From an optimization exercise on the open Yosys and OpenROAD flow, aimed at small area, a short achievable clock period and few clock cycles; shortcuts taken in it are not production practice.
Function was checked by simulation only, so behaviour that the tests miss may differ from the original.
Power figures rest on the tool's default switching activity, not on a simulated workload.

## flow/design.v (module list and top-level ports; edited modules follow where they fit)
// module ycbcrBlockTop: 1117 lines
module ycbcrBlockTop (
    input  logic        clk,
    input  logic        rst_n,
    input  logic        enable,
    input  logic [63:0] dataRead,
    output logic [10:0] sramRaddr,
    output logic [10:0] sramWaddr,
    output logic [63:0] dataWrite,
    output logic        wen,
    output logic        valid
);
  // ...
==> flow/run.sh <==
#!/bin/bash
# synth_recipe.tcl (not shown) runs the flow's synth.tcl, then flattens the netlist and writes it again
# the make line also repeats each setting of config.mk as NAME=value (left out here)
make -C /OpenROAD-flow-scripts/flow DESIGN_CONFIG=/design/flow/config.mk WORK_HOME=/design/flow/orfs CLKGATE_MAP_FILE= SYNTH_SCRIPT=/design/flow/synth_recipe.tcl finish
==> flow/config.mk <==
export PLATFORM = sky130hd
export DESIGN_NAME = ycbcrBlockTop
export DESIGN_NICKNAME = ycbcrBlockTop
export VERILOG_FILES = /design/flow/design.v
export SDC_FILE = /design/flow/constraint.sdc
export NUM_CORES = 4
export LEC_CHECK = 0
export CAP_MARGIN = 20
export CORE_MARGIN = 2
export CORE_UTILIZATION = 40
export SLEW_MARGIN = 20
==> flow/constraint.sdc <==
create_clock -name core_clock -period 5.0 [get_ports {clk}]
set_input_delay 1.0000 -clock core_clock [delete_from_list [all_inputs] [get_ports {clk}]]
set_output_delay 1.0000 -clock core_clock [all_outputs]
set_load 0.01 [all_outputs]
==> results.txt, run 1 <==
The number of cells in the design after placement came out at approximately 4000. The met1 track demand over resource in global routing came out at 32.92%. The cell depth of the worst min-delay path came out at 0. CTS built an H-tree with a depth of 2. The number of I/O port buffers came out at 144.

Clock tree buffers and inverters occupy 4.982% of the routed design's cell area. The fraction of layout cells with a size suffix above 1 came out at between 10 and 15%. The clock network is responsible for 17.6% of the overall power. By area the synthesized netlist is led by dfxtp_1 (34%), fa_1 (19%), ha_1 (13%).

The upper clock frequency limit came out at ~0.20 GHz. In the layout the commonest cells are inv_1 (693), dfxtp_1 (479), ha_1 (298). The final period demand of the worst path came out at 4.913 ns. The via count of the first global-routing pass came to 20581. The min-delay analysis places its worst path in the category register to register. The final-report hold violation count was 0. The setup slack of the critical path after layout is 0.08685 ns. The average via count per standard cell is approximately 5. The area share of the largest cell type after synthesis is 33.64%. The launch point of the critical path is phv[2]. The layer flagged by global routing as most heavily used is met1.

The largest single stage delay on the critical path is 0.56 ns. The worst endpoint required time came out at 5.48 ns. The kind of cell adding the most delay to the critical path is adder cells.

The global-route wire length before repair is 123600 µm. The detailed-router iteration count before antenna repair is 11. The start of the worst register-to-register path is phv[2].

The final net count is 3862. The final layout contains a sequential cell count of 482. Summing the areas of all fa, ha and maj instances in the mapped netlist gives 32.52% of the synthesized area.

The global-route total usage across every layer came out at between 20 and 25%. The worst hold path terminates at cr2_h2[5]. Clock latency on the worst-skew pair, taken at its later pin, is ~0.60 ns. In this run the most critical hold path is launched from cr2_h1[5]. Of the post-synthesis cell area, the part taken by muxes is less than 1%. The non-clock buffer contribution to total cell area came out at 9.691%. Summed over the clock group, the power is 3.91 mW.

The run finished with no timing, DRC or antenna violations. The worst hold slack came out at roughly 0.32 ns. The number of max-capacitance violations reported came out at 0. The sequential cell area fraction in the yosys report came out at 33.64%.

The largest registers in the layout are P0 x64, P1 x64, P2 x64. The combinational cell power came out at between 10 and 15 mW.
Testbench counts, summed over its fixed seeds: cycles 2,592.
==> run 2: changes to the inputs <==
--- a/flow/design.v
+++ b/flow/design.v
@@ -38,50 +38,52 @@
             valid <= 1'b0;
             phv <= {phv[1:0], phv[2]};
             if (!busy) begin
                 phv <= 3'b001;
                 wbase <= 6'd0; wph <= 2'd0;
                 if (enable) begin busy <= 1'b1; cnt <= 6'd1; end
             end else begin
                 cnt <= cnt + 6'd1;
-                if (cnt >= 6'd4 && cnt < 6'd52) begin
+                if (cnt >= 6'd5 && cnt < 6'd53) begin
                     wen <= 1'b0;
                     case (wph)
                         2'd0: sramWaddr <= {5'd0, wbase + 6'd0};
                         2'd1: sramWaddr <= {5'd0, wbase + 6'd2};
                         2'd2: sramWaddr <= {5'd0, wbase + 6'd1};
                         default: sramWaddr <= {5'd0, wbase};
                     endcase
                     if (wph == 2'd2) begin wph <= 2'd0; wbase <= wbase + 6'd3; end
                     else wph <= wph + 2'd1;
                 end else begin
                     wen <= 1'b1;
                 end
-                if (cnt == 6'd52) valid <= 1'b1;
-                if (cnt == 6'd53) begin busy <= 1'b0; cnt <= 6'd0; end
+                if (cnt == 6'd53) valid <= 1'b1;
+                if (cnt == 6'd54) begin busy <= 1'b0; cnt <= 6'd0; end
             end
         end
     end
     logic [63:0] P0;
     logic [63:0] P1;
     logic [63:0] P2;
     logic [63:0] P3;
     logic [63:0] P4;
+    logic [63:0] P5;
     always_ff @(posedge clk) begin
         P0 <= dataRead;
         P1 <= P0;
         P2 <= P1;
         P3 <= P2;
         P4 <= P3;
+        P5 <= P4;
     end
     logic [7:0] y0_r, y0_g, y0_b, y0_o;
-    assign y0_r = ({8{phv[2]}} & P1[7:0]) | ({8{phv[0]}} & P2[39:32]);
-    assign y0_g = ({8{phv[2]}} & P0[7:0]) | ({8{phv[0]}} & P1[39:32]);
-    assign y0_b = ({8{phv[2]}} & dataRead[7:0]) | ({8{phv[0]}} & P0[39:32]);
+    assign y0_r = ({8{phv[0]}} & P2[7:0]) | ({8{phv[1]}} & P3[39:32]);
+    assign y0_g = ({8{phv[0]}} & P1[7:0]) | ({8{phv[1]}} & P2[39:32]);
+    assign y0_b = ({8{phv[0]}} & P0[7:0]) | ({8{phv[1]}} & P1[39:32]);
     wire t_y0_1 = y0_r[6] ^ y0_r[1] ^ y0_g[7];
     wire t_y0_2 = (y0_r[6] & y0_r[1]) | (y0_r[6] & y0_g[7]) | (y0_r[1] & y0_g[7]);
     wire t_y0_3 = y0_r[2] ^ y0_g[3];
     wire t_y0_4 = y0_r[2] & y0_g[3];
     wire t_y0_5 = y0_r[3] ^ y0_g[4];
     wire t_y0_6 = y0_r[3] & y0_g[4];
     wire t_y0_7 = y0_r[4] ^ y0_g[5] ^ y0_b[5];
     wire t_y0_8 = (y0_r[4] & y0_g[5]) | (y0_r[4] & y0_b[5]) | (y0_g[5] & y0_b[5]);
@@ -155,19 +157,19 @@
     assign y0_o = t_y0_75[15:8];
     logic [7:0] y0_h1;
     logic [7:0] y0_h2;
     always_ff @(posedge clk) begin
         y0_h1 <= y0_o;
         y0_h2 <= y0_h1;
     end
     logic [7:0] y1_r, y1_g, y1_b, y1_o;
-    assign y1_r = ({8{phv[2]}} & P1[15:8]) | ({8{phv[0]}} & P2[47:40]);
-    assign y1_g = ({8{phv[2]}} & P0[15:8]) | ({8{phv[0]}} & P1[47:40]);
-    assign y1_b = ({8{phv[2]}} & dataRead[15:8]) | ({8{phv[0]}} & P0[47:40]);
+    assign y1_r = ({8{phv[0]}} & P2[15:8]) | ({8{phv[1]}} & P3[47:40]);
+    assign y1_g = ({8{phv[0]}} & P1[15:8]) | ({8{phv[1]}} & P2[47:40]);
+    assign y1_b = ({8{phv[0]}} & P0[15:8]) | ({8{phv[1]}} & P1[47:40]);
     wire t_y1_1 = y1_r[6] ^ y1_r[1] ^ y1_g[7];
     wire t_y1_2 = (y1_r[6] & y1_r[1]) | (y1_r[6] & y1_g[7]) | (y1_r[1] & y1_g[7]);
     wire t_y1_3 = y1_r[2] ^ y1_g[3];
     wire t_y1_4 = y1_r[2] & y1_g[3];
     wire t_y1_5 = y1_r[3] ^ y1_g[4];
     wire t_y1_6 = y1_r[3] & y1_g[4];
     wire t_y1_7 = y1_r[4] ^ y1_g[5] ^ y1_b[5];
     wire t_y1_8 = (y1_r[4] & y1_g[5]) | (y1_r[4] & y1_b[5]) | (y1_g[5] & y1_b[5]);
@@ -241,19 +243,19 @@
     assign y1_o = t_y1_75[15:8];
     logic [7:0] y1_h1;
     logic [7:0] y1_h2;
     always_ff @(posedge clk) begin
         y1_h1 <= y1_o;
         y1_h2 <= y1_h1;
     end
     logic [7:0] y2_r, y2_g, y2_b, y2_o;
-    assign y2_r = ({8{phv[2]}} & P1[23:16]) | ({8{phv[0]}} & P2[55:48]);
-    assign y2_g = ({8{phv[2]}} & P0[23:16]) | ({8{phv[0]}} & P1[55:48]);
-    assign y2_b = ({8{phv[2]}} & dataRead[23:16]) | ({8{phv[0]}} & P0[55:48]);
+    assign y2_r = ({8{phv[0]}} & P2[23:16]) | ({8{phv[1]}} & P3[55:48]);
+    assign y2_g = ({8{phv[0]}} & P1[23:16]) | ({8{phv[1]}} & P2[55:48]);
+    assign y2_b = ({8{phv[0]}} & P0[23:16]) | ({8{phv[1]}} & P1[55:48]);
     wire t_y2_1 = y2_r[6] ^ y2_r[1] ^ y2_g[7];
     wire t_y2_2 = (y2_r[6] & y2_r[1]) | (y2_r[6] & y2_g[7]) | (y2_r[1] & y2_g[7]);
     wire t_y2_3 = y2_r[2] ^ y2_g[3];
     wire t_y2_4 = y2_r[2] & y2_g[3];
     wire t_y2_5 = y2_r[3] ^ y2_g[4];
     wire t_y2_6 = y2_r[3] & y2_g[4];
     wire t_y2_7 = y2_r[4] ^ y2_g[5] ^ y2_b[5];
     wire t_y2_8 = (y2_r[4] & y2_g[5]) | (y2_r[4] & y2_b[5]) | (y2_g[5] & y2_b[5]);
@@ -327,19 +329,19 @@
     assign y2_o = t_y2_75[15:8];
     logic [7:0] y2_h1;
     logic [7:0] y2_h2;
     always_ff @(posedge clk) begin
         y2_h1 <= y2_o;
         y2_h2 <= y2_h1;
     end
     logic [7:0] y3_r, y3_g, y3_b, y3_o;
-    assign y3_r = ({8{phv[2]}} & P1[31:24]) | ({8{phv[0]}} & P2[63:56]);
-    assign y3_g = ({8{phv[2]}} & P0[31:24]) | ({8{phv[0]}} & P1[63:56]);
-    assign y3_b = ({8{phv[2]}} & dataRead[31:24]) | ({8{phv[0]}} & P0[63:56]);
+    assign y3_r = ({8{phv[0]}} & P2[31:24]) | ({8{phv[1]}} & P3[63:56]);
+    assign y3_g = ({8{phv[0]}} & P1[31:24]) | ({8{phv[1]}} & P2[63:56]);
+    assign y3_b = ({8{phv[0]}} & P0[31:24]) | ({8{phv[1]}} & P1[63:56]);
     wire t_y3_1 = y3_r[6] ^ y3_r[1] ^ y3_g[7];
     wire t_y3_2 = (y3_r[6] & y3_r[1]) | (y3_r[6] & y3_g[7]) | (y3_r[1] & y3_g[7]);
     wire t_y3_3 = y3_r[2] ^ y3_g[3];
     wire t_y3_4 = y3_r[2] & y3_g[3];
     wire t_y3_5 = y3_r[3] ^ y3_g[4];
     wire t_y3_6 = y3_r[3] & y3_g[4];
     wire t_y3_7 = y3_r[4] ^ y3_g[5] ^ y3_b[5];
     wire t_y3_8 = (y3_r[4] & y3_g[5]) | (y3_r[4] & y3_b[5]) | (y3_g[5] & y3_b[5]);
@@ -413,19 +415,19 @@
     assign y3_o = t_y3_75[15:8];
     logic [7:0] y3_h1;
     logic [7:0] y3_h2;
     always_ff @(posedge clk) begin
         y3_h1 <= y3_o;
         y3_h2 <= y3_h1;
     end
     logic [7:0] cr0_r, cr0_g, cr0_b, cr0_o;
-    assign cr0_r = ({8{phv[2]}} & P1[7:0]) | ({8{phv[0]}} & P2[31:24]) | ({8{phv[1]}} & P3[55:48]);
-    assign cr0_g = ({8{phv[2]}} & P0[7:0]) | ({8{phv[0]}} & P1[31:24]) | ({8{phv[1]}} & P2[55:48]);
-    assign cr0_b = ({8{phv[2]}} & dataRead[7:0]) | ({8{phv[0]}} & P0[31:24]) | ({8{phv[1]}} & P1[55:48]);
+    assign cr0_r = ({8{phv[0]}} & P2[7:0]) | ({8{phv[1]}} & P3[31:24]) | ({8{phv[2]}} & P4[55:48]);
+    assign cr0_g = ({8{phv[0]}} & P1[7:0]) | ({8{phv[1]}} & P2[31:24]) | ({8{phv[2]}} & P3[55:48]);
+    assign cr0_b = ({8{phv[0]}} & P0[7:0]) | ({8{phv[1]}} & P1[31:24]) | ({8{phv[2]}} & P2[55:48]);
     wire t_cr0_1 = ~cr0_r[3] ^ cr0_r[0];
     wire t_cr0_2 = ~cr0_r[3] & cr0_r[0];
     wire t_cr0_3 = ~cr0_r[4] ^ cr0_r[1] ^ cr0_g[7];
     wire t_cr0_4 = (~cr0_r[4] & cr0_r[1]) | (~cr0_r[4] & cr0_g[7]) | (cr0_r[1] & cr0_g[7]);
     wire t_cr0_5 = cr0_g[3] ^ ~cr0_g[1];
     wire t_cr0_6 = cr0_g[3] & ~cr0_g[1];
     wire t_cr0_7 = ~cr0_r[5] ^ cr0_r[2] ^ cr0_g[4];
     wire t_cr0_8 = (~cr0_r[5] & cr0_r[2]) | (~cr0_r[5] & cr0_g[4]) | (cr0_r[2] & cr0_g[4]);
@@ -521,19 +523,19 @@
     logic [7:0] cr0_h2;
     logic [7:0] cr0_h3;
     always_ff @(posedge clk) begin
         cr0_h1 <= cr0_o;
         cr0_h2 <= cr0_h1;
         cr0_h3 <= cr0_h2;
     end
     logic [7:0] cr1_r, cr1_g, cr1_b, cr1_o;
-    assign cr1_r = ({8{phv[2]}} & P1[15:8]) | ({8{phv[0]}} & P2[39:32]) | ({8{phv[1]}} & P3[63:56]);
-    assign cr1_g = ({8{phv[2]}} & P0[15:8]) | ({8{phv[0]}} & P1[39:32]) | ({8{phv[1]}} & P2[63:56]);
-    assign cr1_b = ({8{phv[2]}} & dataRead[15:8]) | ({8{phv[0]}} & P0[39:32]) | ({8{phv[1]}} & P1[63:56]);
+    assign cr1_r = ({8{phv[0]}} & P2[15:8]) | ({8{phv[1]}} & P3[39:32]) | ({8{phv[2]}} & P4[63:56]);
+    assign cr1_g = ({8{phv[0]}} & P1[15:8]) | ({8{phv[1]}} & P2[39:32]) | ({8{phv[2]}} & P3[63:56]);
+    assign cr1_b = ({8{phv[0]}} & P0[15:8]) | ({8{phv[1]}} & P1[39:32]) | ({8{phv[2]}} & P2[63:56]);
     wire t_cr1_1 = ~cr1_r[3] ^ cr1_r[0];
     wire t_cr1_2 = ~cr1_r[3] & cr1_r[0];
     wire t_cr1_3 = ~cr1_r[4] ^ cr1_r[1] ^ cr1_g[7];
     wire t_cr1_4 = (~cr1_r[4] & cr1_r[1]) | (~cr1_r[4] & cr1_g[7]) | (cr1_r[1] & cr1_g[7]);
     wire t_cr1_5 = cr1_g[3] ^ ~cr1_g[1];
     wire t_cr1_6 = cr1_g[3] & ~cr1_g[1];
     wire t_cr1_7 = ~cr1_r[5] ^ cr1_r[2] ^ cr1_g[4];
     wire t_cr1_8 = (~cr1_r[5] & cr1_r[2]) | (~cr1_r[5] & cr1_g[4]) | (cr1_r[2] & cr1_g[4]);
@@ -629,19 +631,19 @@
     logic [7:0] cr1_h2;
     logic [7:0] cr1_h3;
     always_ff @(posedge clk) begin
         cr1_h1 <= cr1_o;
         cr1_h2 <= cr1_h1;
         cr1_h3 <= cr1_h2;
     end
     logic [7:0] cr2_r, cr2_g, cr2_b, cr2_o;
-    assign cr2_r = ({8{phv[2]}} & P1[23:16]) | ({8{phv[0]}} & P2[47:40]);
-    assign cr2_g = ({8{phv[2]}} & P0[23:16]) | ({8{phv[0]}} & P1[47:40]);
-    assign cr2_b = ({8{phv[2]}} & dataRead[23:16]) | ({8{phv[0]}} & P0[47:40]);
+    assign cr2_r = ({8{phv[0]}} & P2[23:16]) | ({8{phv[1]}} & P3[47:40]);
+    assign cr2_g = ({8{phv[0]}} & P1[23:16]) | ({8{phv[1]}} & P2[47:40]);
+    assign cr2_b = ({8{phv[0]}} & P0[23:16]) | ({8{phv[1]}} & P1[47:40]);
     wire t_cr2_1 = ~cr2_r[3] ^ cr2_r[0];
     wire t_cr2_2 = ~cr2_r[3] & cr2_r[0];
     wire t_cr2_3 = ~cr2_r[4] ^ cr2_r[1] ^ cr2_g[7];
     wire t_cr2_4 = (~cr2_r[4] & cr2_r[1]) | (~cr2_r[4] & cr2_g[7]) | (cr2_r[1] & cr2_g[7]);
     wire t_cr2_5 = cr2_g[3] ^ ~cr2_g[1];
     wire t_cr2_6 = cr2_g[3] & ~cr2_g[1];
     wire t_cr2_7 = ~cr2_r[5] ^ cr2_r[2] ^ cr2_g[4];
     wire t_cr2_8 = (~cr2_r[5] & cr2_r[2]) | (~cr2_r[5] & cr2_g[4]) | (cr2_r[2] & cr2_g[4]);
@@ -737,19 +739,19 @@
     logic [7:0] cr2_h2;
     logic [7:0] cr2_h3;
     always_ff @(posedge clk) begin
         cr2_h1 <= cr2_o;
         cr2_h2 <= cr2_h1;
         cr2_h3 <= cr2_h2;
     end
     logic [7:0] cb0_r, cb0_g, cb0_b, cb0_o;
-    assign cb0_r = ({8{phv[0]}} & P2[7:0]) | ({8{phv[1]}} & P3[31:24]) | ({8{phv[2]}} & P4[55:48]);
-    assign cb0_g = ({8{phv[0]}} & P1[7:0]) | ({8{phv[1]}} & P2[31:24]) | ({8{phv[2]}} & P3[55:48]);
-    assign cb0_b = ({8{phv[0]}} & P0[7:0]) | ({8{phv[1]}} & P1[31:24]) | ({8{phv[2]}} & P2[55:48]);
+    assign cb0_r = ({8{phv[1]}} & P3[7:0]) | ({8{phv[2]}} & P4[31:24]) | ({8{phv[0]}} & P5[55:48]);
+    assign cb0_g = ({8{phv[1]}} & P2[7:0]) | ({8{phv[2]}} & P3[31:24]) | ({8{phv[0]}} & P4[55:48]);
+    assign cb0_b = ({8{phv[1]}} & P1[7:0]) | ({8{phv[2]}} & P2[31:24]) | ({8{phv[0]}} & P3[55:48]);
     wire t_cb0_1 = cb0_r[5] ^ ~cb0_r[3];
     wire t_cb0_2 = cb0_r[5] & ~cb0_r[3];
     wire t_cb0_3 = cb0_r[6] ^ ~cb0_r[4] ^ ~cb0_r[2];
     wire t_cb0_4 = (cb0_r[6] & ~cb0_r[4]) | (cb0_r[6] & ~cb0_r[2]) | (~cb0_r[4] & ~cb0_r[2]);
     wire t_cb0_5 = ~cb0_g[6] ^ ~cb0_g[4];
     wire t_cb0_6 = ~cb0_g[6] & ~cb0_g[4];
     wire t_cb0_7 = cb0_r[7] ^ ~cb0_r[5] ^ ~cb0_r[3];
     wire t_cb0_8 = (cb0_r[7] & ~cb0_r[5]) | (cb0_r[7] & ~cb0_r[3]) | (~cb0_r[5] & ~cb0_r[3]);
@@ -865,19 +867,19 @@
     logic [7:0] cb0_h2;
     logic [7:0] cb0_h3;
     always_ff @(posedge clk) begin
         cb0_h1 <= cb0_o;
         cb0_h2 <= cb0_h1;
         cb0_h3 <= cb0_h2;
     end
     logic [7:0] cb1_r, cb1_g, cb1_b, cb1_o;
-    assign cb1_r = ({8{phv[0]}} & P2[15:8]) | ({8{phv[1]}} & P3[39:32]) | ({8{phv[2]}} & P4[63:56]);
-    assign cb1_g = ({8{phv[0]}} & P1[15:8]) | ({8{phv[1]}} & P2[39:32]) | ({8{phv[2]}} & P3[63:56]);
-    assign cb1_b = ({8{phv[0]}} & P0[15:8]) | ({8{phv[1]}} & P1[39:32]) | ({8{phv[2]}} & P2[63:56]);
+    assign cb1_r = ({8{phv[1]}} & P3[15:8]) | ({8{phv[2]}} & P4[39:32]) | ({8{phv[0]}} & P5[63:56]);
+    assign cb1_g = ({8{phv[1]}} & P2[15:8]) | ({8{phv[2]}} & P3[39:32]) | ({8{phv[0]}} & P4[63:56]);
+    assign cb1_b = ({8{phv[1]}} & P1[15:8]) | ({8{phv[2]}} & P2[39:32]) | ({8{phv[0]}} & P3[63:56]);
     wire t_cb1_1 = cb1_r[5] ^ ~cb1_r[3];
     wire t_cb1_2 = cb1_r[5] & ~cb1_r[3];
     wire t_cb1_3 = cb1_r[6] ^ ~cb1_r[4] ^ ~cb1_r[2];
     wire t_cb1_4 = (cb1_r[6] & ~cb1_r[4]) | (cb1_r[6] & ~cb1_r[2]) | (~cb1_r[4] & ~cb1_r[2]);
     wire t_cb1_5 = ~cb1_g[6] ^ ~cb1_g[4];
     wire t_cb1_6 = ~cb1_g[6] & ~cb1_g[4];
     wire t_cb1_7 = cb1_r[7] ^ ~cb1_r[5] ^ ~cb1_r[3];
     wire t_cb1_8 = (cb1_r[7] & ~cb1_r[5]) | (cb1_r[7] & ~cb1_r[3]) | (~cb1_r[5] & ~cb1_r[3]);
@@ -993,19 +995,19 @@
     logic [7:0] cb1_h2;
     logic [7:0] cb1_h3;
     always_ff @(posedge clk) begin
         cb1_h1 <= cb1_o;
         cb1_h2 <= cb1_h1;
         cb1_h3 <= cb1_h2;
     end
     logic [7:0] cb2_r, cb2_g, cb2_b, cb2_o;
-    assign cb2_r = ({8{phv[0]}} & P2[23:16]) | ({8{phv[1]}} & P3[47:40]);
-    assign cb2_g = ({8{phv[0]}} & P1[23:16]) | ({8{phv[1]}} & P2[47:40]);
-    assign cb2_b = ({8{phv[0]}} & P0[23:16]) | ({8{phv[1]}} & P1[47:40]);
+    assign cb2_r = ({8{phv[1]}} & P3[23:16]) | ({8{phv[2]}} & P4[47:40]);
+    assign cb2_g = ({8{phv[1]}} & P2[23:16]) | ({8{phv[2]}} & P3[47:40]);
+    assign cb2_b = ({8{phv[1]}} & P1[23:16]) | ({8{phv[2]}} & P2[47:40]);
     wire t_cb2_1 = cb2_r[5] ^ ~cb2_r[3];
     wire t_cb2_2 = cb2_r[5] & ~cb2_r[3];
     wire t_cb2_3 = cb2_r[6] ^ ~cb2_r[4] ^ ~cb2_r[2];
     wire t_cb2_4 = (cb2_r[6] & ~cb2_r[4]) | (cb2_r[6] & ~cb2_r[2]) | (~cb2_r[4] & ~cb2_r[2]);
     wire t_cb2_5 = ~cb2_g[6] ^ ~cb2_g[4];
     wire t_cb2_6 = ~cb2_g[6] & ~cb2_g[4];
     wire t_cb2_7 = cb2_r[7] ^ ~cb2_r[5] ^ ~cb2_r[3];
     wire t_cb2_8 = (cb2_r[7] & ~cb2_r[5]) | (cb2_r[7] & ~cb2_r[3]) | (~cb2_r[5] & ~cb2_r[3]);
@@ -1120,12 +1122,12 @@
     logic [7:0] cb2_h1;
     logic [7:0] cb2_h2;
     logic [7:0] cb2_h3;
     always_ff @(posedge clk) begin
         cb2_h1 <= cb2_o;
         cb2_h2 <= cb2_h1;
         cb2_h3 <= cb2_h2;
     end
-    assign dataWrite = ({64{phv[1]}} & {y3_h1, y2_h1, y1_h1, y0_h1, y3_h2, y2_h2, y1_h2, y0_h2})
-        | ({64{phv[2]}} & {cr1_h1, cr0_h1, cr2_h2, cr1_h2, cr0_h2, cr2_h3, cr1_h3, cr0_h3})
-        | ({64{phv[0]}} & {cb1_h1, cb0_h1, cb2_h2, cb1_h2, cb0_h2, cb2_h3, cb1_h3, cb0_h3});
+    assign dataWrite = ({64{phv[2]}} & {y3_h1, y2_h1, y1_h1, y0_h1, y3_h2, y2_h2, y1_h2, y0_h2})
+        | ({64{phv[0]}} & {cr1_h1, cr0_h1, cr2_h2, cr1_h2, cr0_h2, cr2_h3, cr1_h3, cr0_h3})
+        | ({64{phv[1]}} & {cb1_h1, cb0_h1, cb2_h2, cb1_h2, cb0_h2, cb2_h3, cb1_h3, cb0_h3});
 endmodule
==> results.txt, run 2 <==
The iteration-0 DRC count of the detailed router is 1907. The leading cell type in the layout, fill and taps excluded is inv_1. The clock net sink count came out at around 550.

The count of cell types in the netlist is 65. The initial standard-cell utilization of the core is roughly two fifths. The global-route wire length before repair is 126200 µm (+2.1%). STA classifies the critical path endpoint as a register. The worst setup path category is register to register. The area share of the largest cell type after synthesis was 36.73% (+3.1 points).

The total negative setup slack came out at 0 ns. The number of max-slew violations in the final report is 0. The congestion estimate from routability-driven global placement came to 0.9308.

In this run the count of I/O pins placed on the die edge is around 160. The async set-or-reset flop fraction in the synthesized netlist came out at 0%. The mean area per synthesized cell came out at 10.23 µm².

The maximum fanout count along the critical path is 32. Setup repair after global routing could not meet its margin everywhere. The number of CTS-inserted buffers came out at 58. The worst hold slack is 0.3211 ns (+0.001826 ns). Detailed placement ended at an HPWL of slightly below 70000 µm.

The post-route total power came out at between 20 and 25 mW. The worst endpoint required time is 5.54 ns (+0.06 ns). In this run the worst hold path is classified as register to register. The number of antenna violations at the first check in global routing is 6. The leakage power figure is 17.44 nW. The number of buffers added to fix hold violations after cts came out at 0. In this run switching power makes up roughly two fifths of total power. The longest clock path from root to sink contains 3 buffers. The maximum number of pins on one net before global-route repair is 49. The total number of H-tree levels is 2 (unchanged). The height of the die came out at about 280 µm. After synthesis, the most frequently instantiated cells are inv_1 (689), dfxtp_1 (546), ha_1 (302). The post-synthesis share of cell area spent on xor and xnor gates is 3.225%. The uppermost metal layer occupied by signal nets is met5. The post-synthesis to final-layout area growth came out at 20.41%. The share of total power dissipated in sequential elements is 27.4%.

The final core utilization is 48.37%. The power density relative to cell area came out at 637.3 nW/µm². IR analysis of the VDD net gives a maximum drop of 0.3601 mV. After clock tree synthesis, the clock-pin slew on the worst setup and hold paths is around 0.060 ns. The number of max-capacitance violations reported was 0 (unchanged).

The total overflow left after global routing is 0. The total of fill cells in the finished design came out at between 6000 and 7000. The number of enable-type register cells in the synthesized netlist came out at 0. The cell-internal power came out at 13.83 mW. The largest family of logic cells by synthesized area is adder cells.

The placeable core region came out at 74070 µm². The share of the synthesized area in compound gates (AO/OA/AOI/OAI) is 12.50%. Summing all multi-input logic gate instances after layout gives 16040 µm². STA classifies the critical path startpoint as a register.

The adder-cell share of the synthesized area came out at 31.50% (-1.0 points). The number of rows in the core area is 100. The average via count per standard cell came out at 4.957 (-0.54%). The final period demand of the worst path came to 4.849 ns (-0.06401 ns). The upper clock frequency limit came out at 0.2062 GHz (+1.3%).

The final-report hold violation count is 0 (unchanged). The detailed router placed roughly 21000 vias in this run. The number of DRC violations after detailed routing came out at 0. The routed wire length per instance came out at 19.40 µm.

The period utilization is roughly 97%. The switching power summed over all nets came out at ~9.0 mW. In this run, synthesis produced a sequential element count of 546. The detail route stage leaves a number of antenna-violating nets equal to 0. The final net count is 3860 (-0.052%).

For the pin with the worst max-slew slack, the measured transition is 0.7206 ns. Clock skew on the completed layout was measured at 0.02585 ns. After synthesis the cells add up to 29760 µm². The CTS tree is built. The clock root buffer is clkbuf_16. Among all flip-flop cells after synthesis, the most frequent one is dfxtp_1. Excluding fillers, the count of instances in the completed layout stands at between 4000 and 5000. inv_1 is the most common cell in the netlist. The setup violation total in the final timing report came out at 0. The flow ran to the end and the layout has no timing, DRC or antenna violations. The aggregate routed wire length came out at 82100 µm. The routed length on met3 is 5025 µm. The number of cells in the design after placement is 4102 (+0.12%). The number of I/O port buffers is 144 (unchanged). The data arrival time of the critical path is about 5.4 ns. The routed wire length on met2 is approximately 36000 µm. The mux share of post-synthesis cell area is 0.03364% (-0.11 points). The part of the total power dissipated in the clock network came out at 19.7% (+2.1 points).

The top cell types in the final layout, fill and taps aside, are inv_1 (689), dfxtp_1 (543), ha_1 (299). The detailed-router iteration count before antenna repair came out at 9 (-2). Measured against its own limit, the worst slew margin works out to 51.96%.

The simple logic cell fraction of the synthesized area came out at 5.895%. The global-route total usage across every layer came out at 21.47% (-0.53 points). The sequential cell area fraction in the yosys report is 36.73% (+3.1 points).

The via count of the first global-routing pass came out at 21155 (+2.8%). For this run, the number of Yosys warnings is 1. The die width came out at 276.8 µm.

In the final routing, the length of wire on met1 measures 38080 µm. 0 antenna diodes ended up in the layout. The biggest area contributor in the post-synthesis netlist is dfxtp_1. The area of the die is between 70000 and 80000 µm². Across the whole layout, storage elements account for 10940 µm². The synthesized instance count came out at 2909. The combinational power share is 52.9%. Sorting the synthesized cells by area gives the leading types as dfxtp_1 (37%), fa_1 (19%), ha_1 (13%). The later-pin clock latency in the skew report came to 0.63 ns (+0.03 ns). The fraction of layout cells with a size suffix above 1 is 10.09% (-0.90 points).
## run 2: layout make-up
cell class,count,share of cell area [%]
sequential,546,30.54
clock inverter,32,1.069
clock buffer,75,4.568
inverter,689,7.218
tap,969,3.384
multi-input combinational,1584,44.76
timing repair buffer,336,8.461
## run 2: critical path, cell delays in order, from the launching register on
cell,delay [ns]
dfxtp_4,0.47
buf_12,0.22
nand2_1,0.13
nand3_1,0.13
inv_1,0.06
fa_1,0.47
fa_1,0.57
inv_1,0.07
fa_1,0.49
fa_1,0.51
inv_1,0.04
ha_1,0.34
nand4_1,0.09
a21oi_1,0.05
a22o_1,0.28
o41a_1,0.35
a21o_1,0.22
a21oi_2,0.15
xnor2_1,0.12
## run 2: kinds of logic after synthesis
| group | Yosys count |
|---|---|
| xor+xnor | 108 |
| flops | 546 |
| other cells | 1 |
| simple gates | 396 |
| mux | 1 |
| compound gates | 484 |
| fa+ha+maj | 585 |
| buf+inv | 788 |
## run 2: layer usage
metal | track usage (%) | up-vias
li1 | - | 10107
met1 | 30.39 | 10108
met2 | 33.95 | 642
met3 | 3.408 | 114
met4 | 6.187 | 4
met5 | 0 | -
## run 2: power by group through the flow
stage          Sequential (mW)  Combinational [mW]  Clock (mW)
6_report                  6.25                12.1        4.51
5_1_grt                   6.33                13.6        4.78
4_1_cts                   6.27                11.8        4.60
3_5_place_dp              6.37                11.7           0
3_3_place_gp              6.35                11.6           0
2_1_floorplan             5.92                7.78           0
## run 2: worst paths after layout
| path | startpoint | to | slack [ns] | cells after the start |
|---|---|---|---|---|
| max | phv[0] | cr1_h1[7] | 0.15 | 18 |
| min | P0[45] | P1[45] | 0.32 | 0 |
| max reg2reg | phv[0] | cr1_h1[7] | 0.15 | 18 |
| min reg2reg | P0[45] | P1[45] | 0.32 | 0 |
## run 2: timing repair
action	CTS	global route
pin swaps	0	22
resized for setup	0	23
setup buffers	0	21
setup endpoints to repair	2	39
## run 2: stage by stage
stage / setup slack (ns) / instance area (µm²)
final: 0.1509 / 35830
after global routing: -0.06246 / 35830
after CTS: -0.04867 / 35470
after detailed placement: -0.03187 / 33450
after global placement: 0.05371 / 33450
after floorplan: -0.04163 / 29940
Testbench counts of run 2, summed over its fixed seeds: cycles 2,640.

==> separate check: timing with driven ports <==
How much do the figures lean on ideal ports? The routed layouts below were timed once more, with nothing changed but the port constraints. Step 1 sets driving cells, clkbuf_16 on the clock port and buf_2 on the other inputs (assumed; they add their load-dependent delay and slew). Step 2 times the ports against the registers' clock, not the clock port: input delays grow and output delays shrink by t, the midpoint of the rising clock arrivals with the driver on. a / b / c = no drivers / after step 1 / after step 2; a / b = the first two.
run	t (ns)	setup slack, ns	worst register clock-pin slew, ns	worst data-port slew with drivers (ns)	pins driven straight from the clock port
run 1	0.653	0.087 / 0.087 / -0.262	0.07 / 0.07	0.10	1
run 2	0.680	0.151 / 0.151 / 0.151	0.07 / 0.07	0.08	1
Met with ideal ports but missed after step 2: setup timing in run 1. For run 1, which loses most, drivers alone change the setup slack by 0.000 ns; drivers and shift together by -0.349 ns.
